This is an optimization exercise on Yosys and OpenROAD, whose aim is small area, not a production implementation.
Where RTL was checked, it was by simulation tests only, not by an equivalence proof against the original.
The RTL of runs 2 to 6 was laid out without a check of its function.
Power is estimated from default activity; no workload was simulated.

==> flow/config.mk <==
export PLATFORM = sky130hd
export DESIGN_NAME = envelope_bank
export DESIGN_NICKNAME = envelope_bank
export VERILOG_FILES = /design/flow/design.v
export SDC_FILE = /design/flow/constraint.sdc
export NUM_CORES = 4
export LEC_CHECK = 0
export CAP_MARGIN = 20
export CORE_MARGIN = 2
export CORE_UTILIZATION = 40
export SLEW_MARGIN = 20
==> flow/constraint.sdc <==
create_clock -name core_clock -period 20.0 [get_ports {clock_50_000_000}]
set_input_delay 4.0000 -clock core_clock [delete_from_list [all_inputs] [get_ports {clock_50_000_000}]]
set_output_delay 4.0000 -clock core_clock [all_outputs]
set_load 0.01 [all_outputs]
==> flow/design.v <==
module envelope_bank #(
  parameter int VOICES     = 8,
  parameter int OUT_WIDTH  = 16,
  parameter int FRAC_WIDTH = 8,
  parameter int TICK_DIV   = 1042,
  parameter int LEGATO     = 1,
  localparam int ACC_WIDTH = OUT_WIDTH + FRAC_WIDTH
) (
  input  logic                          clock_50_000_000,
  input  logic                          reset_l,
  input  logic [VOICES-1:0]             note_on,
  input  logic [VOICES-1:0]             note_off,
  input  logic [ACC_WIDTH-1:0]          attack_rate,
  input  logic [ACC_WIDTH-1:0]          decay_rate,
  input  logic [ACC_WIDTH-1:0]          release_rate,
  input  logic [OUT_WIDTH-1:0]          sustain_level,
  output logic [VOICES*OUT_WIDTH-1:0]   envelope,
  output logic [VOICES-1:0]             envelope_end,
  output logic [VOICES-1:0]             active
);
  localparam int CNT_W = 11;
  localparam logic [CNT_W-1:0] CNT_WRAP  = CNT_W'((1 << CNT_W) - TICK_DIV);
  localparam logic [CNT_W-1:0] SW_BASE   = CNT_W'((1 << CNT_W) - 16);
  localparam logic [CNT_W-1:0] CNT_RESET = CNT_W'((1 << CNT_W) - 16 - TICK_DIV);
  localparam logic [2:0] ST_IDLE    = 3'b000;
  localparam logic [2:0] ST_ATTACK  = 3'b001;
  localparam logic [2:0] ST_DECAY   = 3'b011;
  localparam logic [2:0] ST_SUSTAIN = 3'b111;
  localparam logic [2:0] ST_RELEASE = 3'b101;
  localparam logic [ACC_WIDTH-1:0] ACC_ONES = '1;
  logic [2:0]           state_q [8];
  logic [ACC_WIDTH-1:0] acc_q   [8];
  logic [CNT_W-1:0]     cnt_q;
  logic                 end_q;
  wire sweep = (cnt_q[CNT_W-1:3] == SW_BASE[CNT_W-1:3]);
  wire [2:0] idx = cnt_q[2:0];
  always_ff @(posedge clock_50_000_000 or negedge reset_l) begin
    if (!reset_l) cnt_q <= CNT_RESET;
    else if (&cnt_q) cnt_q <= CNT_WRAP;
    else cnt_q <= cnt_q + CNT_W'(1);
  end
  logic [2:0]           s;
  logic [ACC_WIDTH-1:0] a;
  assign s = state_q[idx];
  assign a = acc_q[idx];
  wire is_att = (s == ST_ATTACK);
  wire is_dec = (s == ST_DECAY);
  wire is_rel = (s == ST_RELEASE);
  wire is_sus = (s == ST_SUSTAIN);
  logic [ACC_WIDTH-1:0] r;
  always_comb begin
    if (is_att)      r = attack_rate;
    else if (is_dec) r = decay_rate;
    else             r = release_rate;
  end
  wire rz = (r == '0);
  wire sub = !is_att;
  wire [ACC_WIDTH-1:0] b = sub ? ~r : r;
  wire [ACC_WIDTH:0] sum = {1'b0, a} + {1'b0, b} + {{ACC_WIDTH{1'b0}}, sub};
  wire cout = sum[ACC_WIDTH];
  wire eq = &(a ^ b);
  wire [ACC_WIDTH-1:0] sus_floor = {sustain_level, {FRAC_WIDTH{1'b0}}};
  wire below = (sum[ACC_WIDTH-1:0] <= sus_floor);
  wire att_done = rz | cout | eq;
  wire dec_done = rz | !cout | below;
  wire rel_done = rz | !cout | eq;
  logic [2:0]           ns;
  logic [ACC_WIDTH-1:0] na;
  always_comb begin
    ns = s;
    na = a;
    if (is_att) begin
      if (att_done) begin na = ACC_ONES; ns = ST_DECAY; end
      else na = sum[ACC_WIDTH-1:0];
    end else if (is_dec) begin
      if (dec_done) begin na = sus_floor; ns = ST_SUSTAIN; end
      else na = sum[ACC_WIDTH-1:0];
    end else if (is_sus) begin
      na = sus_floor;
    end else if (is_rel) begin
      if (rel_done) begin na = '0; ns = ST_IDLE; end
      else na = sum[ACC_WIDTH-1:0];
    end
  end
  wire end_set = is_rel & rel_done;
  logic [7:0] we;
  for (genvar v = 0; v < 8; v++) begin : g_voice
    wire on_v  = note_on[v];
    wire off_v = note_off[v] & state_q[v][0] & (state_q[v] != ST_RELEASE);
    assign we[v] = sweep & (idx == 3'(v)) & !on_v & !off_v;
    always_ff @(posedge clock_50_000_000 or negedge reset_l) begin
      if (!reset_l) begin
        state_q[v] <= ST_IDLE;
        acc_q[v]   <= '0;
      end else begin
        if (on_v)       state_q[v] <= ST_ATTACK;
        else if (off_v) state_q[v] <= ST_RELEASE;
        else if (we[v]) state_q[v] <= ns;
        if (we[v]) acc_q[v] <= na;
      end
    end
    assign envelope[v*OUT_WIDTH +: OUT_WIDTH] = acc_q[v][ACC_WIDTH-1:FRAC_WIDTH];
    assign active[v] = state_q[v][0];
    assign envelope_end[v] = end_q & (idx == 3'((v + 1) % 8));
  end
  always_ff @(posedge clock_50_000_000 or negedge reset_l) begin
    if (!reset_l) end_q <= 1'b0;
    else end_q <= (|we) & end_set;
  end
endmodule
==> flow/run.sh <==
#!/bin/bash
# synth_recipe.tcl (not shown) runs the flow's synth.tcl, then flattens the netlist and writes it again
# the make line also repeats each setting of config.mk as NAME=value (left out here)
make -C /OpenROAD-flow-scripts/flow DESIGN_CONFIG=/design/flow/config.mk WORK_HOME=/design/flow/orfs CLKGATE_MAP_FILE= SYNTH_SCRIPT=/design/flow/synth_recipe.tcl finish
==> notes.md, run 1 <==
status finished clean; WHS Path Cells 2; Detailed Routing Iterations Pass 1 6; FF-to-FF path depth 30; Placed Cells incl. Taps between 2,000 and 2,500; share of cells above drive strength 1 0.144; max-slew violations 0; total number of vias 13,300; Final setup viols 0; switching power between 300 and 400 µW; Mapped Area between 15,000 and 20,000 µm²; Ys Warns 3; worst vdd ir 0.0647 mV; FP Rows 71; Worst Path Arrival about 11 ns; Wirelength per Cell roughly 25 µm; total gr overflow 0; cts bufs inserted 26; Root Buffer clkbuf_16; Seq cells post-synth between 200 and 250; switching share of power 0.271; CTS tree built; Area Growth Syn to Fin 18.7%; nets 1,886; drt drc 0; Post-DP HPWL around 41 mm; unique cell type count in the Yosys netlist 81; Worst R2R Start cnt_q[1]$_DFF_PN1_; Buf/Inv on CP 2; final core utilization 0.480; Critical Path Fanout Max 12; sequential share of power 0.417; GRT met3 Usage 0.0553; initial DRC count between 1,000 and 1,500; reg2reg setup slack 9.93 ns; hold wc startpoint acc_q[1][5]$_DFFE_PN0P_; Port Buffers 249; Gate power share 0.148; Setup TNS 0 ns; fmax roughly 0.093 GHz; pwr dens approximately 63 nW/µm²; met1 usage 0.372; Setup CP Type input pin to flip-flop; full die area about 40,000 µm²; met2 GRT Util 0.466; CP delay by family, top compound AO/OA/AOI/OAI gates; Hold Crit Endpoint acc_q[1][5]$_DFFE_PN0P_; Fin Hold WS around 0.48 ns; remaining antenna violation count after routing 0; Post-CTS Setup Bufs 0; diode count 0; clk sink count between 200 and 250; Clk pwr share 0.435; largest cells by area after synthesis dfrtp_1 36%, mux2_2 11%, buf_4 7.0%; Die Width a little under 200 µm; R2R Path End acc_q[7][0]$_DFFE_PN0P_; IO Count 250; most used cell, CP a21o_1; Max-Cap Viols 0; Initial Util 0.405; overall power around 1.1 mW; CTS resizes 0; Worst EP required approximately 20 ns; GRT busiest layer met2; fin crit period 10.77 ns; Avg Vias per Cell a little under 6; Hold-fix buffers, CTS 0; RSZ-0062 raised after global routing no; top cell type's share of synthesized area 0.362; final worst-path cycle share 0.539; min-delay worst type flip-flop to flip-flop; Clock Latency Late Sink around 0.54 ns; slowest CP cell a311oi_2; Post-Syn Nets between 1,500 and 2,000; GPL Wtd Cong just under 1; Clk pin slew, worst setup/hold paths 0.06 ns; cell-internal power approximately 830 µW; P_leak 7.56 nW; Least-Margin Pin Slew roughly 1.2 ns; CP Cell Sequence clkdlybuf4s50_1 > nor2_1 > a211oi_1 > a21oi_1 > ha_1 > nand2_1 > inv_1 > nand2_1 > nor4_1 > o41ai_1 > a31o_2 > a41o_1 > xnor2_1 > ha_1 > a21o_1 > a21o_1 > a21o_1 > a221oi_1 > o211ai_1 > and2_1 > nand4_1 > nand3_1 > a311oi_2 > o31ai_1; final hold vios 0; area leader, netlist dfrtp_1; initial antenna violation count 0; Slew headroom 0.231; cell count after synthesis around 1,700; largest stage delay on the critical path approximately 0.83 ns; crit end category flip-flop; number of global-route vias before repair ~13,000; Startpoint Class input pin; CTS HTree Levels 1; first-pass GRT wire length 82.9 mm; Cell Count, Final, Fillers Out roughly 2,300; overall fraction of global-route tracks in use 0.281; Max Buffers Root-to-Sink 3; Syn Area/Cell 9.16 µm²; Post-Route WL ~57 mm; ys flop type dfrtp_1; clock skew approximately 0.02 ns; die height approximately 200 µm; pin count of the biggest net entering global routing 123; register area share after synthesis 0.376; ys async rst share 1.00; CORE AREA around 38,000 µm²; EDFF count, synth 0
## through the flow
| step | setup slack (ns) | cell area [µm²] |
|---|---|---|
| floorplan | 10.97 | 15200 |
| global placement | 8.85 | 17200 |
| detailed placement | 8.76 | 17200 |
| CTS | 9.30 | 18100 |
| global route | 8.68 | 18100 |
| finish | 9.23 | 18100 |
## power groups by stage
stage / Sequential, mW / Clock, mW / Combinational [mW]
4_1_cts: 0.477 / 0.503 / 0.168
2_1_floorplan: 0.482 / 0 / 0.0924
6_report: 0.477 / 0.497 / 0.169
5_1_grt: 0.478 / 0.521 / 0.182
3_3_place_gp: 0.485 / 0 / 0.167
3_5_place_dp: 0.485 / 0 / 0.167
## per-layer routing
layer / vias up / share of wire / wire (µm)
met4: 0 / 0.027 / 1560
met5: - / 0 / 0
met3: 80 / 0.071 / 4040
met1: 6537 / 0.42 / 24100
li1: 6129 / - / -
met2: 558 / 0.48 / 27000
## worst max-delay path by stage
stage	start	endpoint	slack [ns]	cells past startpoint
finish	decay_rate[2]	acc_q[7][0]$_DFFE_PN0P_	9.23	24
global route	decay_rate[2]	acc_q[6][11]$_DFFE_PN0P_	8.68	24
CTS	decay_rate[2]	acc_q[7][0]$_DFFE_PN0P_	9.30	24
detailed placement	decay_rate[2]	acc_q[6][0]$_DFFE_PN0P_	8.76	24
global placement	decay_rate[2]	acc_q[2][0]$_DFFE_PN0P_	8.85	24
floorplan	decay_rate[7]	acc_q[0][16]$_DFFE_PN0P_	10.97	24
## kinds of logic (layout without fill, tap and decap cells)
| group | after synthesis | count (layout) | share of synthesized area |
|---|---|---|---|
| multiplexers | 154 | 154 | 0.113 |
| AO/OA/AOI/OAI | 434 | 434 | 0.209 |
| buffers and inverters | 271 | 364 | 0.102 |
| adder cells (fa/ha/maj) | 46 | 46 | 0.0383 |
| AND/OR/NAND/NOR | 507 | 507 | 0.151 |
| XOR/XNOR | 19 | 19 | 0.0109 |
| flip-flops | 228 | 228 | 0.376 |
## placed cells by master (no fill, tap or decap), drive strengths merged, types with 9 or more instances in the layout
cell type      Yosys  routed
a221oi            14      14
xnor2              9       9
nand4             15      15
a21o              26      26
clkbuf            69      40
and2              17      17
nand2            229     229
a31oi              9       9
o21ai             66      66
inv               46      47
mux2i             10      10
a22oi             12      12
nor3              31      31
nand2b             9       9
a21oi             89      89
a222oi            24      24
nand3             36      36
mux2             144     144
clkdlybuf4s50      0     248
xor2              10      10
o31ai             58      58
buf              156      24
nor4              23      23
nor2             105     105
dfrtp            220     220
o211ai            10      10
a41oi             23      23
ha                45      45
a211oi            35      35
## registers in the layout, indices dropped and copies added (netlist names)
register	flops
end_q	1
acc_q	192
state_q	24
cnt_q	11
## area by class of cell
| cell class | instances | area, µm² |
|---|---|---|
| Fill cell | 3565 | 19500 |
| Timing Repair Buffer | 272 | 2670 |
| Tap cell | 511 | 639 |
| Clock buffer | 40 | 795 |
| Multi-Input combinational cell | 1160 | 7970 |
| Clock inverter | 6 | 88.8 |
| Sequential cell | 228 | 5720 |
| Inverter | 46 | 173 |
## cells in the mapped netlist, types with 26 or more instances
cell type  instances
o21ai_0           62
clkbuf_1          69
o31ai_1           58
buf_4            141
mux2_2           144
nor3_1            31
ha_1              45
nor2_1           105
a21oi_1           89
dfrtp_1          220
nand2_1          229
nand3_1           36
inv_1             46
a211oi_1          35
a21o_1            26
## worst register-to-register path: cells and delay by family (launching register included)
family                   cells  cell delay [ns]
XOR/XNOR                     1             0.56
AND/OR/NAND/NOR              9             2.89
AO/OA/AOI/OAI               13             4.08
flip-flops                   1             0.60
adder cells (fa/ha/maj)      3             0.96
buffers and inverters        4             0.83
==> inputs of run 2 (changes only) <==
--- a/flow/design.v
+++ b/flow/design.v
@@ -31,3 +31,3 @@
   logic [2:0]           state_q [8];
-  logic [ACC_WIDTH-1:0] acc_q   [8];
+  logic [OUT_WIDTH-1:0] acc_q   [8];
   logic [CNT_W-1:0]     cnt_q;
@@ -36,2 +36,7 @@
   wire [2:0] idx = cnt_q[2:0];
+  logic [CNT_W-1:0] cnt_t;
+  assign cnt_t[0] = 1'b1;
+  for (genvar i = 1; i < CNT_W; i++) begin : g_inc
+    assign cnt_t[i] = cnt_t[i-1] & cnt_q[i-1];
+  end
   always_ff @(posedge clock_50_000_000 or negedge reset_l) begin
@@ -39,3 +44,3 @@
     else if (&cnt_q) cnt_q <= CNT_WRAP;
-    else cnt_q <= cnt_q + CNT_W'(1);
+    else cnt_q <= cnt_q ^ cnt_t;
   end
@@ -44,3 +49,6 @@
   assign s = state_q[idx];
-  assign a = acc_q[idx];
+  logic [OUT_WIDTH-1:0]  ai;
+  logic [FRAC_WIDTH-1:0] frac_q [9];    
+  assign ai = acc_q[idx];
+  assign a  = {ai, frac_q[7]};
   wire is_att = (s == ST_ATTACK);
@@ -58,7 +66,20 @@
   wire [ACC_WIDTH-1:0] b = sub ? ~r : r;
-  wire [ACC_WIDTH:0] sum = {1'b0, a} + {1'b0, b} + {{ACC_WIDTH{1'b0}}, sub};
-  wire cout = sum[ACC_WIDTH];
-  wire eq = &(a ^ b);
+  wire [ACC_WIDTH-1:0] p = a ^ b;
+  logic [ACC_WIDTH:0]  cy;
+  logic [ACC_WIDTH:0]  sum;
+  assign cy[0] = sub;
+  for (genvar i = 0; i < ACC_WIDTH; i++) begin : g_add
+    assign sum[i]   = p[i] ^ cy[i];
+    assign cy[i+1]  = (a[i] & b[i]) | (p[i] & cy[i]);
+  end
+  assign sum[ACC_WIDTH] = cy[ACC_WIDTH];
+  wire cout = cy[ACC_WIDTH];
+  wire eq = &p;
   wire [ACC_WIDTH-1:0] sus_floor = {sustain_level, {FRAC_WIDTH{1'b0}}};
-  wire below = (sum[ACC_WIDTH-1:0] <= sus_floor);
+  logic [ACC_WIDTH:0] le;
+  assign le[FRAC_WIDTH] = ~|sum[FRAC_WIDTH-1:0];
+  for (genvar i = FRAC_WIDTH; i < ACC_WIDTH; i++) begin : g_cmp
+    assign le[i+1] = (~sum[i] & sus_floor[i]) | (~(sum[i] ^ sus_floor[i]) & le[i]);
+  end
+  wire below = le[ACC_WIDTH];
   wire att_done = rz | cout | eq;
@@ -98,8 +119,18 @@
         else if (we[v]) state_q[v] <= ns;
-        if (we[v]) acc_q[v] <= na;
+        if (we[v]) acc_q[v] <= na[ACC_WIDTH-1:FRAC_WIDTH];
       end
     end
-    assign envelope[v*OUT_WIDTH +: OUT_WIDTH] = acc_q[v][ACC_WIDTH-1:FRAC_WIDTH];
+    assign envelope[v*OUT_WIDTH +: OUT_WIDTH] = acc_q[v];
     assign active[v] = state_q[v][0];
     assign envelope_end[v] = end_q & (idx == 3'((v + 1) % 8));
+  end
+  wire ring9 = (cnt_q[CNT_W-1:5] == 6'b100000) & (!cnt_q[4] | (cnt_q[3:1] == 3'b000));
+  wire ring_clr = (cnt_q < CNT_WRAP);
+  always_ff @(posedge clock_50_000_000) begin
+    for (int j = 1; j < 8; j++) frac_q[j] <= frac_q[j-1];
+    frac_q[8] <= frac_q[7];
+    if (ring_clr)   frac_q[0] <= '0;
+    else if (ring9) frac_q[0] <= frac_q[8];
+    else if (|we)   frac_q[0] <= na[FRAC_WIDTH-1:0];
+    else            frac_q[0] <= frac_q[7];
   end
==> run 2 against run 1 <==
Net effect: combinational power is 9% lower; still clean; count of clock-buffer cells in the layout is 1 lower; global-route usage is 0.98 points lower; utilization is 4.6 points higher; synthesized cell count is 17% lower; via count is 12% lower; clock power hardly changed; hold slack worse by 0.16 ns; area after synthesis is 15% lower; highest routed layer unchanged; wire length is 19% lower; first-iteration DRC count is 21% lower; flip-flop and latch count is 8 higher.
==> notes.md, run 2 <==
clock skew 0.0141 ns (-0.00621 ns); sequential share of power 0.433 (+0.016); fmax 0.0560 GHz (-40%); overall fraction of global-route tracks in use 0.271 (-0.00981); CP delay by family, top adder cells; Clk pwr share 0.433 (-0.002); EDFF count, synth 0 (unchanged); Setup TNS 0 ns (unchanged); max-slew violations 0 (unchanged); Worst Path Arrival 18.27 ns (+7.13 ns); clk sink count 236 (+3.5%); Least-Margin Pin Slew 1.02 ns (-0.130 ns); top-count cell post-synth nand2_1; GPL Wtd Cong 0.884 (-9.5%); Final WS setup 2.14 ns (-7.08 ns); CTS resizes 0 (unchanged); Mapped Area 12,900 µm² (-15%); largest stage delay on the critical path 0.95 ns (+0.12 ns); max FFs per register 128 (-33%); pin count of the biggest net entering global routing 87 (-29%); Final setup viols 0 (unchanged); Syn Area/Cell 9.36 µm² (+2.2%); pwr dens 69.2 nW/µm² (+9.4%); Port Buffers 249 (unchanged); CTS tree built; nets 1,773 (-6.0%); final worst-path cycle share 0.893 (+0.354); number of global-route vias before repair 11,500 (-11%); Ys Warns 4 (+1); Root Buffer clkbuf_16; biggest registers after layout acc_q (128), frac_q (72), state_q (24); dpl ws 1.67 ns (-7.09 ns); total gr overflow 0 (unchanged); switching share of power 0.253 (-0.0181); Post-Syn Nets 1,555 (-14%); Area Growth Syn to Fin 29.5%; Setup CP Type input pin to flip-flop; status finished clean; Seq cells post-synth 236 (+3.5%); Initial Util 0.407 (+0.00206); CTS HTree Levels 1 (unchanged); ys async rst share 0.695 (-0.305); min-delay worst type flip-flop to flip-flop; CORE AREA 31,600 µm² (-16%); register area share after synthesis 0.432 (+0.0559); final core utilization 0.526 (+0.0460); Gate power share 0.134 (-0.014); cell count after synthesis 1,374 (-17%); slowest CP cell a2111oi_4; # fillers 2,836 (-20%); Critical Path Fanout Max 13 (+1); total number of vias 11,800 (-12%); initial antenna violation count 1 (+1); Post-CTS Setup Bufs 0 (unchanged); cell-internal power 861 µW (+3.4%); Biggest register acc_q; cts bufs inserted 26 (unchanged); Post-DP HPWL 32.8 mm (-19%); Clock Latency Late Sink 0.52 ns (-0.02 ns); Startpoint Class input pin; Max-Cap Viols 0 (unchanged); Buf/Inv on CP 2 (unchanged); worst vdd ir 0.0642 mV (-0.77%); most frequent cells in the layout 248 x clkdlybuf4s50_1, 244 x nand2_1, 156 x dfrtp_1; Post-Route WL 46.1 mm (-19%); switching power 292 µW (-5.8%); Hold-fix buffers, CTS 0 (unchanged); die height 183 µm (-7.9%); synth cell count leaders 244 x nand2_1, 156 x dfrtp_1, 121 x o31ai_1, 72 x dfxtp_1, 68 x clkbuf_1; crit end category flip-flop; initial DRC count 1,036 (-21%); top cell type's share of synthesized area 0.303 (-0.0587); Avg Vias per Cell 5.84 (-0.63%); P_leak 6.92 nW (-8.6%); Worst EP required 20.41 ns (+0.05 ns); fin crit period 17.86 ns (+7.08 ns); reg2reg setup slack 2.98 ns (-6.95 ns); Clk pin slew, worst setup/hold paths 0.06 ns (about the same); FP Rows 65 (-8.5%); share of cells above drive strength 1 0.0937 (-0.0502); unique cell type count in the Yosys netlist 77 (-4.9%); Max Buffers Root-to-Sink 3 (unchanged); area leader, netlist dfrtp_1; Placed Cells incl. Taps 1,966 (-11%); remaining antenna violation count after routing 0 (unchanged); Wirelength per Cell 22.9 µm (-8.6%); ys flop type dfrtp_1; final hold vios 0 (unchanged); largest cells by area after synthesis dfrtp_1 30%, dfxtp_1 11%, nand2_1 7.1%; RSZ-0062 raised after global routing no; most common cell after layout, fill and taps aside clkdlybuf4s50_1; Die Width 183 µm (-7.9%); IO Count 250 (unchanged); Cell Count, Final, Fillers Out 2,015 (-11%); full die area 33,600 µm² (-15%); drt drc 0 (unchanged); first-pass GRT wire length 69.8 mm (-16%); Detailed Routing Iterations Pass 1 7 (+1); Slew headroom 0.320 (+0.0887); most used cell, CP fa_1
## run 2: cell count changes after synthesis, sizes merged, moves of 55 or more
cell and change:
dfrtp -64, nor2 -55, mux2 -119, o31ai +64, buf -132, dfxtp +72
## run 2: final timing paths
check	from	cells past startpoint	end
max	attack_rate[0]	34	acc_q[6][8]$_DFFE_PN0P_
min	frac_q[5][4]$_DFF_P_	0	frac_q[6][4]$_DFF_P_
max reg2reg	cnt_q[2]$_DFF_PN1_	42	acc_q[6][8]$_DFFE_PN0P_
min reg2reg	frac_q[5][4]$_DFF_P_	0	frac_q[6][4]$_DFF_P_
max in group asynchronous	reset_l	2	cnt_q[5]$_DFF_PN0_
min in group asynchronous	reset_l	1	acc_q[4][8]$_DFFE_PN0P_
## run 2: layout make-up
type                    instances  area (µm²)  area share
well taps                     402         503      0.0302
clock buffers                  39         815      0.0489
multi-input cells             984        6710       0.403
inverters                      62         233      0.0140
repair buffers                282        2750       0.165
clock inverters                 9        95.1     0.00571
diodes                          1        2.50    0.000150
flip-flops and latches        236        5560       0.334
## run 2: power by group through the flow
| stage | clock network, mW | registers [mW] | logic, mW |
|---|---|---|---|
| 2_1_floorplan | 0 | 0.508 | 0.0698 |
| 3_3_place_gp | 0 | 0.508 | 0.151 |
| 3_5_place_dp | 0 | 0.508 | 0.153 |
| 4_1_cts | 0.509 | 0.499 | 0.154 |
| 5_1_grt | 0.529 | 0.500 | 0.168 |
| 6_report | 0.500 | 0.499 | 0.154 |
## run 2: metrics by stage
stage / hold WS, ns / power, mW / area [µm²]
floorplan: 0.310 / 0.578 / 12900
global placement: 0.310 / 0.659 / 15700
detailed placement: 0.312 / 0.660 / 15700
CTS: 0.323 / 1.16 / 16600
global route: 0.330 / 1.20 / 16700
finish: 0.319 / 1.15 / 16700
## run 2: routing by layer
metal  vias up  GRT usage  share of wire
li1       5451          -              -
met1      5770      0.370           0.42
met2       473      0.443           0.48
met3        77     0.0467          0.075
met4         0     0.0765          0.026
met5         -          0              0
## run 2: cell families after synthesis
group | Yosys count | share of synthesized area
AND/OR/NAND/NOR | 447 | 0.157
AO/OA/AOI/OAI | 394 | 0.221
flip-flops | 236 | 0.432
buffers and inverters | 154 | 0.0485
adder cells (fa/ha/maj) | 75 | 0.0864
multiplexers | 65 | 0.0530
XOR/XNOR | 3 | 0.00204
==> inputs of run 3 (changes only) <==
==> flow/flow/run.sh (new file) <==
#!/bin/bash
# Own layout flow: the standard synthesis, then an area re-mapping of its
# combinational logic (flip-flops untouched), then the standard layout steps with
# small port buffers and a clock tree without dummy loads.
set -euo pipefail
W=$PWD
R=$W/orfs/results/$FLOW_PLATFORM/envelope_bank/base
YOSYS=$(command -v yosys || echo "$FLOW_HOME/../tools/install/yosys/bin/yosys")

bash standard.sh synth > $W/log_1_standard_synth.log 2>&1
cp $R/1_2_yosys.v $W/standard_synth.v

DONT_USE=$(sed -n '/^export DONT_USE_CELLS/,/^$/p' $FLOW_HOME/platforms/$FLOW_PLATFORM/config.mk | grep -o 'sky130_fd_sc_hd__[a-z0-9_]*' | tr '\n' ' ')
REMAP_LIB=$FLOW_HOME/platforms/$FLOW_PLATFORM/lib/sky130_fd_sc_hd__tt_025C_1v80.lib \
REMAP_IN=$W/standard_synth.v REMAP_OUT=$W/remapped.v REMAP_TOP=$FLOW_TOP \
REMAP_ABC=$W/flow/remap.abc REMAP_DONT_USE="$DONT_USE" \
  $YOSYS -c $W/flow/remap.tcl > $W/log_2_remap.log 2>&1

cp $W/remapped.v $R/1_2_yosys.v
rm -f $R/1_synth.odb $R/1_synth.sdc

bash standard.sh \
  "BUFFER_PORTS_ARGS=-buffer_cell sky130_fd_sc_hd__buf_1" \
  "CTS_ARGS=-sink_clustering_enable -repair_clock_nets -dont_use_dummy_load -buf_list {sky130_fd_sc_hd__clkbuf_4 sky130_fd_sc_hd__clkbuf_8}" \
  finish > $W/log_3_layout.log 2>&1
==> flow/flow/remap.abc (new file) <==
strash
&get -n
&deepsyn -T 30
&put
&get -n
&dch -f
&nf -R 1000
&put
==> flow/flow/remap.tcl (new file) <==
# Re-map the combinational logic of the standard synthesis netlist for area.
# Every flip-flop instance of the standard synthesis is kept as it is (same names,
# same cells); only the gates between them are re-optimised and re-mapped.
yosys -import
set lib $::env(REMAP_LIB)
read_liberty -overwrite -ignore_miss_func -setattr liberty_cell $lib
# sequential, tie and physical cells stay black boxes
foreach m [split [exec sh -c "grep -o 'cell (\"sky130_fd_sc_hd__\[a-z0-9_\]*' $lib | sed 's/cell (\"//' | grep -E '__(df|sdf|edf|sedf|dl|conb|tap|fill|decap|diode)'"] "\n"] {
  blackbox $m
}
read_verilog $::env(REMAP_IN)
hierarchy -top $::env(REMAP_TOP)
flatten
delete t:\$scopeinfo
opt_clean -purge
opt -full
set dont {}
foreach c $::env(REMAP_DONT_USE) {
  lappend dont -dont_use $c
}
abc -script $::env(REMAP_ABC) -liberty $lib {*}$dont
read_liberty -lib -ignore_redef $lib
opt_clean -purge
hilomap -singleton -hicell sky130_fd_sc_hd__conb_1 HI -locell sky130_fd_sc_hd__conb_1 LO
splitnets
opt_clean -purge
insbuf -buf sky130_fd_sc_hd__buf_1 A X
hierarchy -top $::env(REMAP_TOP)
check -assert
tee -o $::env(REMAP_OUT).stat stat -liberty $lib
write_verilog -noattr -noexpr -nohex -nodec $::env(REMAP_OUT)
==> flow/standard.sh (new file) <==
#!/bin/bash
# synth_recipe.tcl (not shown) runs the flow's synth.tcl, then flattens the netlist and writes it again
# the make line also repeats each setting of config.mk as NAME=value (left out here)
make -C /OpenROAD-flow-scripts/flow DESIGN_CONFIG=/design/flow/config.mk WORK_HOME=/design/flow/orfs CLKGATE_MAP_FILE= SYNTH_SCRIPT=/design/flow/synth_recipe.tcl "${@:-finish}"
--- a/flow/config.mk
+++ b/flow/config.mk
@@ -9,3 +9,3 @@
 export CORE_MARGIN = 2
-export CORE_UTILIZATION = 40
+export CORE_UTILIZATION = 55
 export SLEW_MARGIN = 20
removed: flow/run.sh
==> run 3 against run 2 <==
Net effect: combinational power is 44% lower; clock power is 32% lower; clock skew is 0.021 ns higher; critical path depth is 1 higher; wire length is 21% lower; first-iteration DRC count is 16% lower; hold slack worse by 0.0023 ns; largest cell class is now registers.
==> notes.md, run 3 <==
CORE AREA 19,400 µm² (-39%); Gate power share 0.094 (-0.040); Worst EP required 20.40 ns (about the same); number of global-route vias before repair 9,370 (-18%); most used cell, CP maj3_1; switching share of power 0.253 (about the same); share of cells above drive strength 1 0.0573 (-0.0364); Clock Latency Late Sink 0.54 ns (+0.02 ns); min-delay worst type flip-flop to flip-flop; Setup TNS 0 ns (unchanged); Ys Warns 4 (unchanged); most common cell after layout, fill and taps aside buf_1; Startpoint Class input pin; cell-internal power 678 µW (-21%); fmax 0.0736 GHz (+31%); Final setup viols 0 (unchanged); Mapped Area 10,800 µm² (-16%); final core utilization 0.635 (+0.109); total gr overflow 0 (unchanged); pwr dens 73.8 nW/µm² (+6.6%); slowest CP cell or2_0; max FFs per register 128 (unchanged); switching power 230 µW (-21%); clock skew 0.0351 ns (+0.0210 ns); FP Rows 51 (-22%); first-pass GRT wire length 54.0 mm (-23%); CTS tree built; status finished clean; Avg Vias per Cell 6.04 (+3.4%); Biggest register acc_q; RSZ-0062 raised after global routing no; initial antenna violation count 2 (+1); total number of vias 10,000 (-15%); crit end category flip-flop; Port Buffers 249 (unchanged); CTS resizes 0 (unchanged); Post-Syn Nets 1,334 (-14%); Post-Route WL 36.4 mm (-21%); largest stage delay on the critical path 0.83 ns (-0.12 ns); # fillers 1,762 (-38%); worst vdd ir 0.0499 mV (-22%); Root Buffer clkbuf_8; max-slew violations 0 (unchanged); Least-Margin Pin Slew 1.09 ns (+0.0742 ns); Area Growth Syn to Fin 13.7%; sequential share of power 0.530 (+0.097); initial DRC count 870 (-16%); final hold vios 0 (unchanged); Syn Area/Cell 8.82 µm² (-5.8%); fin crit period 13.58 ns (-4.27 ns); Max Buffers Root-to-Sink 3 (unchanged); nets 1,505 (-15%); Max-Cap Viols 0 (unchanged); CTS HTree Levels 2 (+1); biggest registers after layout acc_q (128), frac_q (72), state_q (24); Die Width 144 µm (-21%); Hold-fix buffers, CTS 0 (unchanged); Slew headroom 0.270 (-0.0494); Detailed Routing Iterations Pass 1 7 (unchanged); P_leak 4.95 nW (-28%); Worst Path Arrival 13.98 ns (-4.29 ns); cts bufs inserted 39 (+50%); full die area 20,800 µm² (-38%); clk sink count 236 (unchanged); Post-CTS Setup Bufs 0 (unchanged); Post-DP HPWL 25.6 mm (-22%); Cell Count, Final, Fillers Out 1,663 (-17%); Critical Path Fanout Max 17 (+4); Wirelength per Cell 21.9 µm (-4.2%); Clk pin slew, worst setup/hold paths 0.05 ns (about the same); overall fraction of global-route tracks in use 0.345 (+0.0742); final worst-path cycle share 0.679 (-0.214); Clk pwr share 0.375 (-0.058); IO Count 250 (unchanged); Placed Cells incl. Taps 1,623 (-17%); remaining antenna violation count after routing 0 (unchanged); most frequent cells in the layout 248 x buf_1, 204 x nand2_1, 167 x o21ai_0; pin count of the biggest net entering global routing 81 (-6.9%); die height 144 µm (-21%); drt drc 0 (unchanged); cell count after synthesis 1,228 (-11%); GPL Wtd Cong 0.947 (+7.2%); Initial Util 0.558 (+0.152); Setup CP Type input pin to flip-flop
==> run 3: routing by layer <==
metal | vias up | GRT usage | wire (µm) | part of all wire
li1 | 4619 | - | - | -
met1 | 4871 | 0.472 | 15000 | 0.41
met2 | 449 | 0.532 | 16900 | 0.46
met3 | 100 | 0.0828 | 3280 | 0.090
met4 | 2 | 0.136 | 1270 | 0.035
met5 | - | 0 | 13 | 0.00036
==> run 3: path summary, 6_finish.rpt <==
path	slack, ns	end	from	depth (start not counted)
max in group asynchronous	14.76	acc_q[4][9]$_DFFE_PN0P_	reset_l	3
min	0.32	frac_q[2][7]$_DFF_P_	frac_q[1][7]$_DFF_P_	0
max	6.42	acc_q[6][15]$_DFFE_PN0P_	decay_rate[0]	35
max reg2reg	6.82	acc_q[6][15]$_DFFE_PN0P_	cnt_q[2]$_DFF_PN1_	45
min reg2reg	0.32	frac_q[2][7]$_DFF_P_	frac_q[1][7]$_DFF_P_	0
min in group asynchronous	3.33	state_q[0][2]$_DFFE_PN0P_	reset_l	1
==> run 3: worst max-delay path: cells and delay by family <==
kind,cells,cell delay (ns)
compound gates,11,2.47
xor+xnor,2,0.29
fa+ha+maj,14,5.10
buf+inv,1,0.13
mux,1,0.39
simple gates,6,1.60
==> run 3: area by class of cell <==
cell class / count / area (µm²) / share of cell area
flip-flops and latches: 236 / 5560 / 0.451
multi-input cells: 828 / 4690 / 0.380
repair buffers: 274 / 1130 / 0.0917
clock buffers: 39 / 537 / 0.0436
well taps: 265 / 332 / 0.0269
inverters: 20 / 75.1 / 0.00609
diodes: 1 / 2.50 / 0.000203
==> run 3: power groups by stage <==
stage	clock [mW]	sequential [mW]	combinational, mW
after floorplan	0	0.490	0.0478
after global placement	0	0.490	0.0843
after detailed placement	0	0.490	0.0843
after CTS	0.347	0.482	0.0846
after global routing	0.367	0.482	0.0938
final	0.341	0.482	0.0856
==> run 3: metrics by stage <==
| stage | area (µm²) | setup slack, ns | hold slack, ns | total power [mW] |
|---|---|---|---|---|
| after floorplan | 10800 | 7.33 | 0.310 | 0.537 |
| after CTS | 12300 | 6.58 | 0.316 | 0.914 |
| final | 12300 | 6.42 | 0.317 | 0.909 |
| after global placement | 11800 | 6.21 | 0.311 | 0.575 |
| after global routing | 12300 | 5.90 | 0.328 | 0.942 |
| after detailed placement | 11800 | 6.06 | 0.312 | 0.575 |
==> inputs of run 4 (changes only) <==
--- a/flow/flow/run.sh
+++ b/flow/flow/run.sh
@@ -23,3 +23,3 @@
   "BUFFER_PORTS_ARGS=-buffer_cell sky130_fd_sc_hd__buf_1" \
-  "CTS_ARGS=-sink_clustering_enable -repair_clock_nets -dont_use_dummy_load -buf_list {sky130_fd_sc_hd__clkbuf_4 sky130_fd_sc_hd__clkbuf_8}" \
+  "CTS_ARGS=-sink_clustering_enable -repair_clock_nets -dont_use_dummy_load -buf_list sky130_fd_sc_hd__clkbuf_8 -sink_clustering_size 15 -sink_clustering_max_diameter 80" \
   finish > $W/log_3_layout.log 2>&1
--- a/flow/config.mk
+++ b/flow/config.mk
@@ -10,2 +10,3 @@
 export CORE_UTILIZATION = 55
+export GPL_TIMING_DRIVEN = 0
 export SLEW_MARGIN = 20
==> run 4 against run 3 <==
Net effect: sequential power barely moved; worst setup slack worse by 1.1 ns; die area did not move; utilization increased by 3.0 points; maximum frequency shrank 7.7%; final area rose by 4.8%; combinational power grew 4.1%; area after synthesis unchanged; non-clock buffer count is 140 higher; hold slack worse by 0.012 ns; synthesized cell count unchanged; largest cell class unchanged.
==> notes.md, run 4 <==
Wirelength per Cell 20.6 µm (-5.8%); register area 5560 µm² (unchanged); Post-CTS Setup Bufs 0 (unchanged); clock skew 0.0422 ns (+0.00715 ns); area of placed instances 12,600 µm² (+7.2%); Worst setup startpoint cnt_q[1]$_DFF_PN1_; max FFs per register 128 (unchanged); Die Width 144 µm (unchanged); Worst EP required 20.41 ns (about the same); Worst Path Arrival 15.13 ns (+1.15 ns); Worst R2R Start cnt_q[1]$_DFF_PN1_; Fin Hold WS 0.304 ns (-0.0124 ns); RSZ-0062 raised after global routing no; cell-internal power 598 µW (-12%); Max-Cap Viols 0 (unchanged); biggest registers after layout acc_q (128), frac_q (72), state_q (24); hold wc startpoint frac_q[1][2]$_DFF_P_; largest stage delay on the critical path 0.85 ns (+0.02 ns); share of cells above drive strength 1 0.0455 (-0.0118); initial DRC count 874 (+0.46%); Avg Vias per Cell 5.87 (-2.8%); Post-DP HPWL 27.1 mm (+6.0%); Clock Latency Late Sink 0.53 ns (about the same); Setup CP Type flip-flop to flip-flop; full die area 20,800 µm² (unchanged); GPL Wtd Cong 0.912 (-3.7%); CTS HTree Levels 1 (-1); crit end category flip-flop; fin crit period 14.72 ns (+1.14 ns); cts bufs inserted 20 (-49%); dpl ws 5.54 ns (-0.522 ns); die height 144 µm (unchanged); cell count after synthesis 1,228 (unchanged); Critical Path Fanout Max 24 (+7); Detailed Routing Iterations Pass 1 5 (-2); Final setup viols 0 (unchanged); drt drc 0 (unchanged); switching share of power 0.261 (+0.00784); total gr overflow 0 (unchanged); Clk pin slew, worst setup/hold paths 0.09 ns (+0.04 ns); switching power 211 µW (-8.2%); final hold vios 0 (unchanged); max-slew violations 0 (unchanged); CORE AREA 19,400 µm² (unchanged); Gate power share 0.110 (+0.016); IO Count 250 (unchanged); Final WS setup 5.28 ns (-1.14 ns); P_leak 5.08 nW (+2.6%); CTS tree built; initial antenna violation count 3 (+1); Setup TNS 0 ns (unchanged); Mapped Area 10,800 µm² (unchanged); min-delay worst type flip-flop to flip-flop; overall fraction of global-route tracks in use 0.348 (+0.00288); Post-Syn Nets 1,334 (unchanged); Startpoint Class flip-flop; Post-Route WL 36.9 mm (+1.1%); most used cell, CP maj3_1; status finished clean; first-pass GRT wire length 54.8 mm (+1.5%); CTS resizes 0 (unchanged); most frequent cells in the layout 392 x buf_1, 202 x nand2_1, 167 x o21ai_0; Clk pwr share 0.296 (-0.079); pwr dens 62.7 nW/µm² (-15%); Least-Margin Pin Slew 1.11 ns (+0.0114 ns); area of the multi-input gates 4750 µm² (+1.3%); worst vdd ir 0.0639 mV (+28%); Root Buffer clkbuf_8; pin count of the biggest net entering global routing 34 (-58%); total number of vias 10,500 (+4.3%); Biggest register acc_q; final worst-path cycle share 0.736 (+0.0570); remaining antenna violation count after routing 0 (unchanged); most common cell after layout, fill and taps aside buf_1; number of global-route vias before repair 9,660 (+3.1%); # fillers 1,752 (-0.57%); slowest CP cell nor2_2; Port Buffers 249 (unchanged); Slew headroom 0.263 (-0.00759); Syn Area/Cell 8.82 µm² (unchanged); Hold-fix buffers, CTS 0 (unchanged); clk sink count 236 (unchanged); Final Cell Area 12,900 µm² (+4.8%); Area Growth Syn to Fin 19.1%; Max Buffers Root-to-Sink 3 (unchanged); fmax 0.0679 GHz (-7.7%); nets 1,626 (+8.0%); Initial Util 0.558 (unchanged); sequential share of power 0.594 (+0.064); FP Rows 51 (unchanged); Ys Warns 4 (unchanged)
run 4: per-layer routing:
metal	wire length (µm)	vias to the layer above	track usage
met3	3010	81	0.0632
met2	17300	488	0.556
met4	1210	2	0.120
met5	14	-	0
li1	-	4864	-
met1	15300	5039	0.481
run 4: final cells by class:
class / instances / area share
inverters: 20 / 0.00582
repair buffers: 270 / 0.106
plain buffers: 144 / 0.0419
multi-input cells: 828 / 0.368
diodes: 2 / 0.000388
well taps: 265 / 0.0257
clock buffers: 20 / 0.0213
flip-flops and latches: 236 / 0.430
run 4: path summary, 6_finish.rpt:
path,end,slack (ns),cells past startpoint
max in group asynchronous,acc_q[4][9]$_DFFE_PN0P_,15.81,3
setup / recovery,acc_q[5][15]$_DFFE_PN0P_,5.28,43
setup reg to reg,acc_q[5][15]$_DFFE_PN0P_,5.28,43
hold reg to reg,frac_q[2][2]$_DFF_P_,0.30,0
min in group asynchronous,acc_q[6][10]$_DFFE_PN0P_,3.41,1
hold / removal,frac_q[2][2]$_DFF_P_,0.30,0
run 4: worst max-delay path: cells and delay by family, from the launching register on:
family                     cells  cell delay (ns)
muxes                          1             0.42
AOI/OAI and AO/OA             14             3.17
buffers and inverters          4             1.18
DFF                            1             0.77
adders and majority gates     14             5.21
and+or+nand+nor                9             3.71
xor gates and xnor gates       1             0.15
run 4: through the flow:
| stage | power, mW | util | instances |
|---|---|---|---|
| finish | 0.809 | 0.665 | 1785 |
| global route | 0.836 | 0.665 | 1783 |
| CTS | 0.811 | 0.665 | 1783 |
| detailed placement | 0.578 | 0.651 | 1763 |
| global placement | 0.574 | 0.624 | 1742 |
| floorplan | 0.537 | - | 1228 |
run 4: power by group through the flow:
stage / clock network (mW) / registers (mW) / logic (mW)
finish: 0.239 / 0.481 / 0.0891
global route: 0.257 / 0.481 / 0.0981
CTS: 0.242 / 0.480 / 0.0882
detailed placement: 0 / 0.490 / 0.0877
global placement: 0 / 0.490 / 0.0839
floorplan: 0 / 0.490 / 0.0478
==> inputs of run 5 (changes only) <==
--- a/flow/flow/run.sh
+++ b/flow/flow/run.sh
@@ -3,3 +3,3 @@
 # combinational logic (flip-flops untouched), then the standard layout steps with
-# small port buffers and a clock tree without dummy loads.
+# small port buffers and a clock tree of small clusters without dummy loads.
 set -euo pipefail
@@ -12,9 +12,18 @@
 
+# Re-map with a few ABC seeds in parallel; keep the smallest result.
 DONT_USE=$(sed -n '/^export DONT_USE_CELLS/,/^$/p' $FLOW_HOME/platforms/$FLOW_PLATFORM/config.mk | grep -o 'sky130_fd_sc_hd__[a-z0-9_]*' | tr '\n' ' ')
-REMAP_LIB=$FLOW_HOME/platforms/$FLOW_PLATFORM/lib/sky130_fd_sc_hd__tt_025C_1v80.lib \
-REMAP_IN=$W/standard_synth.v REMAP_OUT=$W/remapped.v REMAP_TOP=$FLOW_TOP \
-REMAP_ABC=$W/flow/remap.abc REMAP_DONT_USE="$DONT_USE" \
-  $YOSYS -c $W/flow/remap.tcl > $W/log_2_remap.log 2>&1
-
-cp $W/remapped.v $R/1_2_yosys.v
+for s in 1 2 3 4; do
+  sed "s/@SEED@/$s/" $W/flow/remap.abc.in > $W/remap_$s.abc
+  REMAP_LIB=$FLOW_HOME/platforms/$FLOW_PLATFORM/lib/sky130_fd_sc_hd__tt_025C_1v80.lib \
+  REMAP_IN=$W/standard_synth.v REMAP_OUT=$W/remapped_$s.v REMAP_TOP=$FLOW_TOP \
+  REMAP_ABC=$W/remap_$s.abc REMAP_DONT_USE="$DONT_USE" \
+    $YOSYS -c $W/flow/remap.tcl > $W/log_2_remap_$s.log 2>&1 &
+done
+wait
+best=$(for s in 1 2 3 4; do
+  a=$(grep "Chip area" $W/remapped_$s.v.stat 2>/dev/null | awk '{print $NF}')
+  [[ -n "$a" ]] && echo "$a $s"
+done | sort -g | head -1 | awk '{print $2}')
+echo "picked seed $best" > $W/log_2_remap_pick.log
+cp $W/remapped_$best.v $R/1_2_yosys.v
 rm -f $R/1_synth.odb $R/1_synth.sdc
==> flow/flow/remap.abc.in (new file) <==
strash
&get -n
&deepsyn -T 30 -S @SEED@
&put
&get -n
&dch -f
&nf -R 1000
&put
--- a/flow/config.mk
+++ b/flow/config.mk
@@ -7,6 +7,5 @@
 export LEC_CHECK = 0
-export CAP_MARGIN = 20
+export CAP_MARGIN = 10
 export CORE_MARGIN = 2
 export CORE_UTILIZATION = 55
-export GPL_TIMING_DRIVEN = 0
-export SLEW_MARGIN = 20
+export SLEW_MARGIN = 10
removed: flow/flow/remap.abc
==> run 5 against run 4 <==
Net effect: register-to-register slack improved by 1.9 ns; largest cell class unchanged; via count decreased by 4.2%; flip-flop and latch count unchanged; maximum frequency increased by 10%; worst setup slack improved by 1.4 ns; combinational power increased by 65%; first-iteration DRC count increased by 4.2%; largest power group unchanged; final area decreased by 6.6%.
==> notes.md, run 5 <==
status finished clean; cell-internal power 615 µW (+2.9%); Worst setup startpoint release_rate[0]; Die Width 145 µm (+0.12%); Clock Latency Late Sink 0.54 ns (about the same); Clk pwr share 0.270 (-0.026); Wirelength per Cell 22.3 µm (+8.0%); Clk pin slew, worst setup/hold paths 0.09 ns (about the same); Setup CP Type input pin to flip-flop; biggest registers after layout acc_q (128), frac_q (72), state_q (24); CP delay by family, top adder cells; IO Count 250 (unchanged); initial DRC count 911 (+4.2%); nets 1,499 (-7.8%); total number of vias 10,000 (-4.2%); first-pass GRT wire length 53.8 mm (-1.8%); cell count after synthesis 1,240 (+0.98%); most used cell, CP maj3_1; CP endpoint acc_q[5][4]$_DFFE_PN0P_; Initial Util 0.560 (+0.00142); share of cells above drive strength 1 0.0403 (-0.00520); Final Cell Area 12,100 µm² (-6.6%); worst vdd ir 0.0636 mV (-0.43%); fmax 0.0749 GHz (+10%); reg2reg setup slack 7.22 ns (+1.94 ns); switching power 256 µW (+21%); RSZ-0062 raised after global routing no; R2R Path End acc_q[5][4]$_DFFE_PN0P_; CTS HTree Levels 1 (unchanged); final hold vios 0 (unchanged); pwr dens 72.3 nW/µm² (+15%); Biggest register acc_q; Worst Path Arrival 13.75 ns (-1.38 ns); Critical Path Fanout Max 16 (-33%); largest stage delay on the critical path 0.55 ns (-0.30 ns); crit end category flip-flop; clk sink count 236 (unchanged); Least-Margin Pin Slew 1.13 ns (+0.0286 ns); Avg Vias per Cell 6.06 (+3.3%); max-slew violations 0 (unchanged); Port Buffers 249 (unchanged); Worst R2R Start cnt_q[0]$_DFF_PN0_; sequential share of power 0.561 (-0.033); Gate power share 0.169 (+0.059); Slew headroom 0.241 (-0.0218); overall fraction of global-route tracks in use 0.348 (about the same); FF-to-FF path depth 46 (+7.0%); Max-Cap Viols 0 (unchanged); die height 145 µm (+0.12%); CTS resizes 0 (unchanged); switching share of power 0.294 (+0.0329); CORE AREA 19,400 µm² (unchanged); most frequent cells in the layout 248 x buf_1, 210 x nand2_1, 156 x o21ai_0, 156 x dfrtp_1, 74 x a21oi_1; Ys Warns 4 (unchanged); Post-CTS Setup Bufs 0 (unchanged); Max Buffers Root-to-Sink 3 (unchanged); total gr overflow 0 (unchanged); remaining antenna violation count after routing 0 (unchanged); min-delay worst type flip-flop to flip-flop; slowest CP cell or3_1; Root Buffer clkbuf_8; Startpoint Class input pin; FP Rows 51 (unchanged); Post-Route WL 36.9 mm (+0.19%); Buf/Inv on CP 2 (-2); pin count of the biggest net entering global routing 76 (+120%); # fillers 1,730 (-1.3%); Detailed Routing Iterations Pass 1 9 (+4); Setup TNS 0 ns (unchanged); initial antenna violation count 0 (-3); Area Growth Syn to Fin 11.0%; number of global-route vias before repair 9,237 (-4.4%); final worst-path cycle share 0.668 (-0.0687); cts bufs inserted 19 (-5.0%); Hold-fix buffers, CTS 0 (unchanged); fin crit period 13.35 ns (-1.37 ns); Final setup viols 0 (unchanged); clock skew 0.0359 ns (-0.00639 ns); Worst path depth 37 (-14%); max FFs per register 128 (unchanged); diode count 0 (-2); Post-Syn Nets 1,346 (+0.90%); most common cell after layout, fill and taps aside buf_1; Worst EP required 20.40 ns (about the same); drt drc 0 (unchanged); area of placed instances 11,800 µm² (-6.6%); Syn Area/Cell 8.76 µm² (-0.72%); full die area 20,900 µm² (+0.25%); Post-DP HPWL 26.3 mm (-3.0%); P_leak 4.88 nW (-3.9%); Mapped Area 10,900 µm² (+0.25%); GPL Wtd Cong 0.900 (-1.3%); CTS tree built
## run 5: area by class of cell
cell class,instances,area [µm²],share of cell area
Timing Repair Buffer,276,1140,0.0947
Inverter,40,150,0.0125
Tap cell,265,332,0.0275
Sequential cell,236,5560,0.461
Multi-Input combinational cell,820,4620,0.383
Clock buffer,19,262,0.0217
## run 5: metal layers
layer	track usage	share of wire
met4	0.130	0.040
met2	0.563	0.46
met5	0	0
met1	0.467	0.41
met3	0.0652	0.090
## run 5: worst min-delay path by stage
| stage | from | endpoint | cells after the start |
|---|---|---|---|
| final | frac_q[3][2]$_DFF_P_ | frac_q[4][2]$_DFF_P_ | 0 |
| after global routing | frac_q[3][1]$_DFF_P_ | frac_q[4][1]$_DFF_P_ | 0 |
| after CTS | frac_q[1][5]$_DFF_P_ | frac_q[2][5]$_DFF_P_ | 0 |
| after detailed placement | frac_q[6][1]$_DFF_P_ | frac_q[7][1]$_DFF_P_ | 0 |
| after global placement | frac_q[1][5]$_DFF_P_ | frac_q[2][5]$_DFF_P_ | 0 |
| after floorplan | frac_q[0][0]$_SDFF_PN0_ | frac_q[1][0]$_DFF_P_ | 0 |
## run 5: power by group through the flow
stage | clock network, mW | logic, mW | registers [mW]
detailed placement | 0 | 0.144 | 0.499
CTS | 0.239 | 0.145 | 0.489
finish | 0.235 | 0.147 | 0.489
global route | 0.256 | 0.161 | 0.490
floorplan | 0 | 0.0904 | 0.496
global placement | 0 | 0.144 | 0.498
## run 5: worst reg2reg max path: cells and delay by family (launching register included)
kind	cells	cell delay, ns
adders and majority gates	16	5.83
and+or+nand+nor	12	2.98
AOI/OAI and AO/OA	12	1.96
buffers and inverters	5	1.18
DFF	1	0.54
xor gates and xnor gates	1	0.16
## run 5: through the flow
step	power (mW)	hold slack (ns)	std cells	utilization	worst slack, ns
final	0.872	0.327	1656	0.621	6.65
after global routing	0.906	0.338	1656	0.621	6.10
after CTS	0.872	0.334	1656	0.621	6.74
after detailed placement	0.643	0.312	1637	0.608	6.22
after global placement	0.642	0.311	1637	0.608	6.35
after floorplan	0.587	0.310	1240	-	7.39
==> inputs of run 6 (changes only) <==
--- a/flow/flow/run.sh
+++ b/flow/flow/run.sh
@@ -15,3 +15,3 @@
 for s in 1 2 3 4; do
-  sed "s/@SEED@/$s/" $W/flow/remap.abc.in > $W/remap_$s.abc
+  sed "s/@SEED@/$s/" $W/flow/remap_$(( (s + 1) % 2 )).abc.in > $W/remap_$s.abc
   REMAP_LIB=$FLOW_HOME/platforms/$FLOW_PLATFORM/lib/sky130_fd_sc_hd__tt_025C_1v80.lib \
--- a/flow/flow/remap.tcl
+++ b/flow/flow/remap.tcl
@@ -13,2 +13,4 @@
 flatten
+# only ports keep their names; this keeps output ports from becoming aliases (assigns)
+yosys rename -hide w:* i:* o:* %u %d
 delete t:\$scopeinfo
@@ -26,3 +28,2 @@
 opt_clean -purge
-insbuf -buf sky130_fd_sc_hd__buf_1 A X
 hierarchy -top $::env(REMAP_TOP)
==> flow/flow/remap_0.abc.in (new file) <==
strash
&get -n
&deepsyn -T 30 -S @SEED@
&put
&get -n
&dch -f
&nf -R 1000
&put
==> flow/flow/remap_1.abc.in (new file) <==
strash
&get -n
&deepsyn -T 30 -S @SEED@
&put
&get -n
&dch -f
&nf -p -F 10 -A 10 -C 32 -R 1000
&put
--- a/flow/config.mk
+++ b/flow/config.mk
@@ -7,5 +7,6 @@
 export LEC_CHECK = 0
-export CAP_MARGIN = 10
+export CAP_MARGIN = 20
 export CORE_MARGIN = 2
 export CORE_UTILIZATION = 55
-export SLEW_MARGIN = 10
+export GPL_TIMING_DRIVEN = 0
+export SLEW_MARGIN = 20
removed: flow/flow/remap.abc.in
==> run 6 against run 5 <==
Net effect: non-clock buffer count shrank 10; count of clock-buffer cells in the layout did not move; via count decreased by 1.2%; synthesized cell count down 12%; maximum frequency up 2.6%; highest routed layer unchanged; utilization increased by 3.6 points; clock skew grew 0.0053 ns; still clean; die area down 5.1%; register-to-register slack worse by 0.23 ns; combinational power grew 3%; largest power group unchanged.
==> notes.md, run 6 <==
status finished clean; overall power 881 µW (+1.0%); met1 usage 0.492 (+0.0253); Final WS setup 6.99 ns (+0.337 ns); Die Width 141 µm (-2.6%); Port Buffers 249 (unchanged); Hold-fix buffers, CTS 0 (unchanged); drt drc 0 (unchanged); area of placed instances 11,900 µm² (+1.0%); pwr dens 72.3 nW/µm² (about the same); CP delay by family, top compound AO/OA/AOI/OAI gates; Post-CTS Setup Bufs 0 (unchanged); cts bufs inserted 19 (unchanged); Buf/Inv on CP 2 (unchanged); Worst EP required 20.44 ns (+0.04 ns); GRT busiest layer met2; GPL Wtd Cong 0.970 (+7.7%); pin count of the biggest net entering global routing 36 (-53%); biggest registers after layout acc_q (128), frac_q (72), state_q (24); Biggest register acc_q; max FFs per register 128 (unchanged); dpl ws 6.46 ns (+0.240 ns); Area Growth Syn to Fin 18.4%; crit end category flip-flop; cell count after synthesis 1,087 (-12%); clock skew 0.0412 ns (+0.00531 ns); Root Buffer clkbuf_8; Syn Area/Cell 9.47 µm² (+8.1%); Max Buffers Root-to-Sink 3 (unchanged); Worst Path Arrival 13.45 ns (-0.30 ns); Final Cell Area 12,200 µm² (+1.1%); IO Count 250 (unchanged); CTS resizes 0 (unchanged); nets 1,480 (-1.3%); Setup TNS 0 ns (unchanged); first-pass GRT wire length 53.8 mm (-0.12%); Final setup viols 0 (unchanged); final worst-path cycle share 0.651 (-0.0168); RSZ-0062 raised after global routing no; Initial Util 0.556 (-0.00398); number of global-route vias before repair 9,316 (+0.86%); die height 141 µm (-2.6%); slowest CP cell or2_0; fmax 0.0768 GHz (+2.6%); Wirelength per Cell 22.1 µm (-0.77%); Cell Count, Final, Fillers Out 1,606 (-3.0%); Post-DP HPWL 26.0 mm (-0.92%); Post-Route WL 35.5 mm (-3.8%); CTS tree built; GRT met3 Usage 0.0526 (-0.0126); most frequent cells in the layout 248 x buf_1, 195 x nand2_1, 162 x o21ai_0; fin crit period 13.01 ns (-0.337 ns); total gr overflow 0 (unchanged); met2 GRT Util 0.563 (-0.000966); Avg Vias per Cell 6.18 (+1.9%); Clock Latency Late Sink 0.54 ns (about the same); P_leak 4.88 nW (about the same); worst vdd ir 0.0652 mV (+2.5%); Post-Syn Nets 1,193 (-11%); diode count 0 (unchanged); full die area 19,800 µm² (-5.1%); Detailed Routing Iterations Pass 1 7 (-2); Slew headroom 0.235 (-0.00566); initial antenna violation count 0 (unchanged); max-slew violations 0 (unchanged); total number of vias 9,920 (-1.2%); overall fraction of global-route tracks in use 0.352 (+0.00433); # fillers 1,558 (-9.9%); Least-Margin Pin Slew 1.15 ns (+0.0120 ns); Setup CP Type flip-flop to flip-flop; CORE AREA 18,500 µm² (-4.5%); initial DRC count 997 (+9.4%); min-delay worst type flip-flop to flip-flop; Mapped Area 10,300 µm² (-5.2%); FP Rows 50 (-2.0%); Clk pin slew, worst setup/hold paths 0.10 ns (about the same); Critical Path Fanout Max 25 (+9); Max-Cap Viols 0 (unchanged); most used cell, CP a21oi_1; remaining antenna violation count after routing 0 (unchanged); clk sink count 236 (unchanged); Startpoint Class flip-flop; Placed Cells incl. Taps 1,587 (-3.1%); share of cells above drive strength 1 0.0488 (+0.00858); Ys Warns 4 (unchanged); most common cell after layout, fill and taps aside buf_1; CTS HTree Levels 1 (unchanged); final hold vios 0 (unchanged); largest stage delay on the critical path 0.90 ns (+0.35 ns)
## run 6: cell type report
| cell class | instances | area (µm²) | share of cell area |
|---|---|---|---|
| Sequential cell | 236 | 5560 | 0.456 |
| Multi-Input combinational cell | 818 | 4680 | 0.384 |
| Timing Repair Buffer | 266 | 1270 | 0.104 |
| Tap cell | 234 | 293 | 0.0240 |
| Clock buffer | 19 | 262 | 0.0215 |
| Inverter | 33 | 124 | 0.0102 |
## run 6: power by group
part / leakage, nW / internal (mW) / switching, mW
sequential: 2.73 / 0.485 / 0.00896
combinational: 2.02 / 0.0495 / 0.103
clock: 0.137 / 0.0857 / 0.149
total: 4.88 / 0.620 / 0.260
## run 6: path summary, 6_finish.rpt
path	from	end	slack, ns	cells after the start
max reg2reg	cnt_q[0]$_DFF_PN0_	acc_q[3][3]$_DFFE_PN0P_	6.99	45
max	cnt_q[0]$_DFF_PN0_	acc_q[3][3]$_DFFE_PN0P_	6.99	45
min	frac_q[1][1]$_DFF_P_	frac_q[2][1]$_DFF_P_	0.32	0
min in group asynchronous	reset_l	acc_q[0][3]$_DFFE_PN0P_	3.45	1
min reg2reg	frac_q[1][1]$_DFF_P_	frac_q[2][1]$_DFF_P_	0.32	0
max in group asynchronous	reset_l	acc_q[2][7]$_DFFE_PN0P_	15.25	5
## run 6: through the flow
stage / util / hold slack, ns
after CTS: 0.658 / 0.322
after detailed placement: 0.644 / 0.312
final: 0.658 / 0.324
after global placement: 0.622 / 0.310
after floorplan: - / 0.310
after global routing: 0.658 / 0.337
## run 6: routing by layer
metal,vias up,wire (µm)
li1,4584,-
met1,4766,14800
met2,483,16500
met3,87,2860
met4,0,1400
met5,-,0
==> inputs of run 7 (changes only) <==
--- a/flow/design.v
+++ b/flow/design.v
@@ -50,9 +50,9 @@
   logic [OUT_WIDTH-1:0]  ai;
-  logic [FRAC_WIDTH-1:0] frac_q [9];    
+  logic [FRAC_WIDTH-1:0] frac_q [8];    
   assign ai = acc_q[idx];
   assign a  = {ai, frac_q[7]};
-  wire is_att = (s == ST_ATTACK);
-  wire is_dec = (s == ST_DECAY);
-  wire is_rel = (s == ST_RELEASE);
-  wire is_sus = (s == ST_SUSTAIN);
+  wire is_att = s[0] & !s[1] & !s[2];
+  wire is_dec = s[1] & !s[2];
+  wire is_rel = s[2] & !s[1];
+  wire is_sus = s[2] & s[1];
   logic [ACC_WIDTH-1:0] r;
@@ -109,3 +109,4 @@
     wire on_v  = note_on[v];
-    wire off_v = note_off[v] & state_q[v][0] & (state_q[v] != ST_RELEASE);
+    wire [2:0] sv = state_q[v];
+    wire off_v = note_off[v] & (sv[0] & (sv[1] | !sv[2]));
     assign we[v] = sweep & (idx == 3'(v)) & !on_v & !off_v;
@@ -126,9 +127,9 @@
   end
-  wire ring9 = (cnt_q[CNT_W-1:5] == 6'b100000) & (!cnt_q[4] | (cnt_q[3:1] == 3'b000));
+  wire park = (cnt_q[CNT_W-1:6] == 5'b11111) & (cnt_q[5:0] < 6'd42);
   wire ring_clr = (cnt_q < CNT_WRAP);
   always_ff @(posedge clock_50_000_000) begin
-    for (int j = 1; j < 8; j++) frac_q[j] <= frac_q[j-1];
-    frac_q[8] <= frac_q[7];
+    for (int j = 1; j < 7; j++) frac_q[j] <= frac_q[j-1];
+    if (!park) frac_q[7] <= frac_q[6];
     if (ring_clr)   frac_q[0] <= '0;
-    else if (ring9) frac_q[0] <= frac_q[8];
+    else if (park)  frac_q[0] <= frac_q[6];
     else if (|we)   frac_q[0] <= na[FRAC_WIDTH-1:0];
--- a/flow/config.mk
+++ b/flow/config.mk
@@ -10,3 +10,2 @@
 export CORE_UTILIZATION = 55
-export GPL_TIMING_DRIVEN = 0
 export SLEW_MARGIN = 20
==> run 7 against run 6 <==
Net effect: still clean on timing, DRC and antenna; count of clock-buffer cells in the layout is the same; total power rose by 3.6%; combinational power is 21% higher; die area is 0.65% higher; wire length up 1.2%; global-route usage up 0.087 points; sequential power increased by 0.8%; critical path type is now input pin to flip-flop.
==> notes.md, run 7 <==
status finished clean; first-pass GRT wire length 54.5 mm (+1.3%); Post-Route WL 36.0 mm (+1.2%); Port Buffers 249 (unchanged); Post-DP HPWL 25.5 mm (-2.0%); FP Rows 50 (unchanged); switching share of power 0.315 (+0.0189); Detailed Routing Iterations Pass 1 5 (-2); initial antenna violation count 1 (+1); clk sink count 228 (-3.4%); Max Buffers Root-to-Sink 3 (unchanged); CTS resizes 0 (unchanged); remaining antenna violation count after routing 0 (unchanged); Setup CP Type input pin to flip-flop; drt drc 0 (unchanged); CTS HTree Levels 1 (unchanged); worst vdd ir 0.0629 mV (-3.5%); Clk pwr share 0.253 (-0.013); full die area 20,000 µm² (+0.65%); final hold vios 0 (unchanged); sequential share of power 0.545 (-0.016); Fin Hold WS 0.313 ns (-0.0111 ns); max-slew violations 0 (unchanged); Post-CTS Setup Bufs 0 (unchanged); final worst-path cycle share 0.623 (-0.0275); total number of vias 10,500 (+5.6%); Clock Latency Late Sink 0.54 ns (about the same); Least-Margin Pin Slew 1.18 ns (+0.0331 ns); dpl ws 6.85 ns (+0.387 ns); Critical Path Fanout Max 16 (-36%); final core utilization 0.652 (-0.00619); Biggest register acc_q; overall fraction of global-route tracks in use 0.353 (+0.000870); largest stage delay on the critical path 0.64 ns (-0.26 ns); die height 141 µm (+0.33%); Root Buffer clkbuf_8; Final setup viols 0 (unchanged); biggest registers after layout acc_q (128), frac_q (64), state_q (24); max FFs per register 128 (unchanged); Final WS setup 7.54 ns (+0.550 ns); crit end category flip-flop; pwr dens 75.4 nW/µm² (+4.3%); slowest CP cell o21ai_2; Syn Area/Cell 9.10 µm² (-3.8%); fin crit period 12.46 ns (-0.550 ns); Startpoint Class input pin; most common cell after layout, fill and taps aside buf_1; Gate power share 0.201 (+0.028); fmax 0.0802 GHz (+4.4%); Hold-fix buffers, CTS 0 (unchanged); Placed Cells incl. Taps 1,645 (+3.7%); cell-internal power 625 µW (+0.86%); Avg Vias per Cell 6.29 (+1.8%); most used cell, CP maj3_1; Initial Util 0.558 (+0.00183); min-delay worst type flip-flop to flip-flop; Cell Count, Final, Fillers Out 1,665 (+3.7%); most frequent cells in the layout 248 x buf_1, 228 x a21oi_1, 199 x nor2_1; Slew headroom 0.214 (-0.0216); CTS tree built; P_leak 4.79 nW (-1.9%); Clk pin slew, worst setup/hold paths 0.10 ns (about the same); number of global-route vias before repair 9,648 (+3.6%); switching power 287 µW (+10%); initial DRC count 1,047 (+5.0%); Max-Cap Viols 0 (unchanged); IO Count 250 (unchanged); Ys Warns 4 (unchanged); nets 1,538 (+3.9%); Wirelength per Cell 21.6 µm (-2.4%); Mapped Area 10,400 µm² (+0.67%); total gr overflow 0 (unchanged); clock skew 0.0408 ns (-0.000399 ns); Area Growth Syn to Fin 16.9%; Worst EP required 20.36 ns (-0.08 ns); Die Width 141 µm (+0.33%); RSZ-0062 raised after global routing no; CORE AREA 18,600 µm² (+0.34%); Worst Path Arrival 12.82 ns (-0.63 ns); Setup TNS 0 ns (unchanged); pin count of the biggest net entering global routing 81 (+130%); GPL Wtd Cong 1.01 (+4.5%); share of cells above drive strength 1 0.0448 (-0.00408); Post-Syn Nets 1,244 (+4.3%); # fillers 1,619 (+3.9%); cell count after synthesis 1,138 (+4.7%); cts bufs inserted 19 (unchanged)
[run 7: changes by cell type in the layout (fill, tap and decap cells not counted), sizes merged, moves of 10 or more]
cell,delta
nor2,+156
a21oi,+138
o21ai,-121
nand2,-101
nor3,+21
dfxtp,-16
o22ai,+15
and3,-11
a22oi,-10
nand3,-10
xnor2,+10
[run 7: final cells by class]
cell class | instances | area (µm²) | share of cell area
flip-flops and latches | 228 | 5480 | 0.452
clock buffers | 19 | 262 | 0.0216
multi-input cells | 883 | 4850 | 0.400
well taps | 234 | 293 | 0.0242
repair buffers | 273 | 1130 | 0.0930
diodes | 1 | 2.50 | 0.000207
inverters | 27 | 101 | 0.00837
[run 7: final timing paths]
check / start / to / slack [ns] / depth (start not counted)
max: release_rate[0] / acc_q[7][6]$_DFFE_PN0P_ / 7.54 / 32
min in group asynchronous: reset_l / state_q[2][1]$_DFFE_PN0P_ / 3.28 / 1
min: frac_q[2][2]$_DFF_P_ / frac_q[3][2]$_DFF_P_ / 0.31 / 0
max reg2reg: cnt_q[2]$_DFF_PN1_ / acc_q[7][6]$_DFFE_PN0P_ / 7.75 / 40
max in group asynchronous: reset_l / acc_q[0][4]$_DFFE_PN0P_ / 15.73 / 2
min reg2reg: frac_q[2][2]$_DFF_P_ / frac_q[3][2]$_DFF_P_ / 0.31 / 0
[run 7: worst max-delay path, delay by kind of cell]
family,cells,cell delay [ns]
AND/OR/NAND/NOR,2,0.34
multiplexers,1,0.25
XOR/XNOR,1,0.16
AO/OA/AOI/OAI,14,3.25
adder cells (fa/ha/maj),13,4.72
buffers and inverters,1,0.08
[run 7: routing by layer]
layer	vias to the layer above	part of all wire	GRT usage
li1	4764	-	-
met1	4994	0.41	0.500
met2	617	0.44	0.550
met3	99	0.10	0.0584
met4	0	0.042	0.134
met5	-	0	0
[run 7: power groups by stage]
stage | combinational (mW) | clock [mW] | sequential, mW
detailed placement | 0.180 | 0 | 0.506
global route | 0.201 | 0.252 | 0.500
finish | 0.184 | 0.231 | 0.498
global placement | 0.178 | 0 | 0.506
floorplan | 0.102 | 0 | 0.512
CTS | 0.181 | 0.236 | 0.497
[run 7: per-stage QoR]
stage / area [µm²] / total power, mW
after floorplan: 10400 / 0.614
after global placement: 11800 / 0.684
after detailed placement: 11800 / 0.686
after CTS: 12100 / 0.914
after global routing: 12100 / 0.953
final: 12100 / 0.913

==> static timing again, ports no longer ideal <==
How much do the figures lean on ideal ports? The routed layouts below were timed once more, with nothing changed but the port constraints. Step 1, drivers: a clkbuf_16 drives clock_50_000_000 and a buf_2 each remaining input, both assumed. Step 2 times the ports against the registers' clock, not the clock port: input delays grow and output delays shrink by t, the midpoint of the rising clock arrivals with the driver on. Slacks: ideal ports / drivers / drivers and shift; pairs: ideal ports / drivers.
| run | shift t [ns] | setup slack, ns |
|---|---|---|
| run 1 | 0.583 | 9.226 / 9.246 / 8.663 |
| run 2 | 0.569 | 2.143 / 2.151 / 1.582 |
| run 3 | 0.566 | 6.415 / 6.438 / 5.873 |
| run 4 | 0.564 | 5.275 / 5.275 / 5.275 |
| run 5 | 0.566 | 6.648 / 6.669 / 6.103 |
| run 6 | 0.556 | 6.985 / 6.985 / 6.608 |
| run 7 | 0.565 | 7.535 / 7.559 / 6.994 |
After both steps every run listed still meets setup and hold.
